What follows belongs to an exercise in optimizing a design on an open flow for a short achievable clock period and few clock cycles per item; a production flow would make more cautious choices.
Function was checked by simulation only, so behaviour that the tests miss may differ from the original.
Power and IR drop assume default switching activity.

==> v33 <==
==> flow/design.v (excerpt) <==
module rv_core (
    input  wire logic                clk,
    input  wire logic                rst_n_i,
    output logic      [32-1:0] imem_addr_o,
    input  wire logic [32-1:0] imem_data_i,
    output logic                     retire_valid_o,
    output logic      [32-1:0] retire_pc_o,
    output logic               [4:0] retire_rd_o,
    output logic      [32-1:0] retire_data_o
);
    logic [31:0] pc_q;
    logic        f_valid, f_kill, f_pred;
    logic [31:0] f_pc, f_ir;
    logic [31:1] f_sel1, f_sel2;     
    logic        f_fwd1, f_fwd2;     
    logic        f_byp1, f_byp2;     
    logic        e_valid, e_kill, e_is_jalr, e_br;
    logic        e_m_eq, e_m_ne, e_m_lt, e_m_ge, e_m_ltu, e_m_geu;
    logic        e_skip1;   
    logic [31:0] e_pc, e_pc4, e_tgt, e_const;
    logic        e_slow;    
    logic [31:0] e_a, e_b, e_sha, e_ca, e_cb, e_ja, e_jimm;
    logic  [4:0] e_shamt;
    logic        e_sel_add, e_cin, e_sel_and, e_sel_or, e_sel_xor, e_sel_sll,
                 e_sel_srl, e_sra, e_sel_slt, e_sel_sltu, e_sel_const, e_is_const;
    logic  [4:0] e_rd;    
    logic        w_valid;
    logic [31:0] w_pc, w_data;
    logic  [4:0] w_rd;
    logic [31:1] w_sel;   
    logic [31:0] regs_q [1:31];
    logic [31:1] reg_ok;   
    logic [31:0] in_w;
  ...
==> flow/config.mk <==
export PLATFORM = sky130hd
export DESIGN_NAME = rv_core
export DESIGN_NICKNAME = rv_core
export VERILOG_FILES = /design/flow/design.v
export SDC_FILE = /design/flow/constraint.sdc
export NUM_CORES = 4
export LEC_CHECK = 0
export CAP_MARGIN = 20
export CORE_MARGIN = 2
export CORE_UTILIZATION = 30
export PLACE_DENSITY = 0.5
export SETUP_SLACK_MARGIN = 4.0
export SLEW_MARGIN = 20
==> flow/constraint.sdc <==
create_clock -name core_clock -period 6.5 [get_ports {clk}]
set_input_delay 1.3000 -clock core_clock [delete_from_list [all_inputs] [get_ports {clk}]]
set_output_delay 1.3000 -clock core_clock [all_outputs]
set_load 0.01 [all_outputs]
standard.sh (not shown) runs the stock make flow with config.mk's settings and CLKGATE_MAP_FILE= SYNTH_SCRIPT=/design/flow/synth_recipe.tcl, a recipe that flattens the netlist after the stock synthesis.
==> flow/flow/run.sh <==
#!/bin/bash
set -o pipefail
export BUFFER_PORTS_ARGS="-buffer_cell sky130_fd_sc_hd__buf_8"
bash standard.sh 2>&1 | tee standard.log
==> inputs of v25, as changes to v33 <==
==> flow/run.sh (new file) <==
#!/bin/bash
# synth_recipe.tcl (not shown) runs the flow's synth.tcl, then flattens the netlist and writes it again
# the make line also repeats each setting of config.mk as NAME=value (left out here)
make -C /OpenROAD-flow-scripts/flow DESIGN_CONFIG=/design/flow/config.mk WORK_HOME=/design/flow/orfs CLKGATE_MAP_FILE= SYNTH_SCRIPT=/design/flow/synth_recipe.tcl finish
removed: flow/flow/run.sh
removed: flow/standard.sh
==> comparison table <==
| quantity | v25 | v33 |
|---|---|---|
| Number of global-route vias before repair | 68688 | 68315 |
| Number of vias in the routed layout | 73426 | 73843 |
| Fraction of power spent switching nets | 31.2% | 31.6% |
| Worst-case headroom to the max-slew limit | 15.2% | 11.2% |
| Power dissipated by switching net loads | 0.0108 W | 0.0108 W |
| Non-clock inverter total of the final layout | 271 | 270 |
| Number of cell instances on the worst register-to-register path | 19 | 15 |
| Total met2 wirelength after detailed routing | 175000 um | 173000 um |
| Maximum number of pins on one net before global-route repair | 86 | 80 |
| Worst-case hold slack | 0.301 ns | 0.309 ns |
| Worst vdd rail ir drop | 0.000232 V | 0.000230 V |
| Sequential cell area | 47100 sq um | 47100 sq um |
| Result of the run | finished clean | finished clean |
| Global-route track usage on met2 | 42.8% | 42.1% |
| Fraction of layout cells with a size suffix above 1 | 29.8% | 29.9% |
| Register share of the cell area | 43.7% | 43.8% |
| FF-to-FF End | pc_q[24] | e_sha[25] |
| Longest individual stage delay on the worst path | 0.39 ns | 0.79 ns |
| # clk buffers | 269 | 263 |
| TritonCTS buffer count | 198 | 195 |
| Worst Tran Pin Value | 1.27 ns | 1.33 ns |
| Met3 Usage GRT | 10.3% | 11.2% |
| Placer Congestion | 0.945 | 0.958 |
| Internal Pwr Total | 0.0238 W | 0.0234 W |
| Reported clock group power | 0.0118 W | 0.0114 W |
Testbench counts of v33, summed over its fixed seeds: cycles 36,226, items 32,339.
Testbench counts of v25, summed over its fixed seeds: cycles 36,226, items 32,339.

[port drivers added, routing unchanged]
No port has a modelled driver above. Below, the same layouts with a new extraction and two added sets of constraints. Step 1: set_driving_cell puts a clkbuf_16 on clk and a buf_2 on each other input, an assumption about the parent block. Step 2, shift: input delay + t, output delay - t, t = (earliest + latest rising clock arrival at the registers) / 2. This alone moves slack from input paths to output paths. Three values: ideal, step 1, step 2; two values: the first two.
run | t (ns) | slack for setup (ns) | worst register clock-pin slew, ns | pins driven straight from the clock port
v33 | 0.961 | 2.696 / 2.696 / 1.906 | 0.07 / 0.07 | 1
v25 | 0.955 | 2.710 / 2.710 / 1.924 | 0.07 / 0.07 | 1
After both steps setup and hold are still met in every run listed. For v33, which loses most, drivers alone change the setup slack by 0.000 ns; drivers and shift together by -0.790 ns.
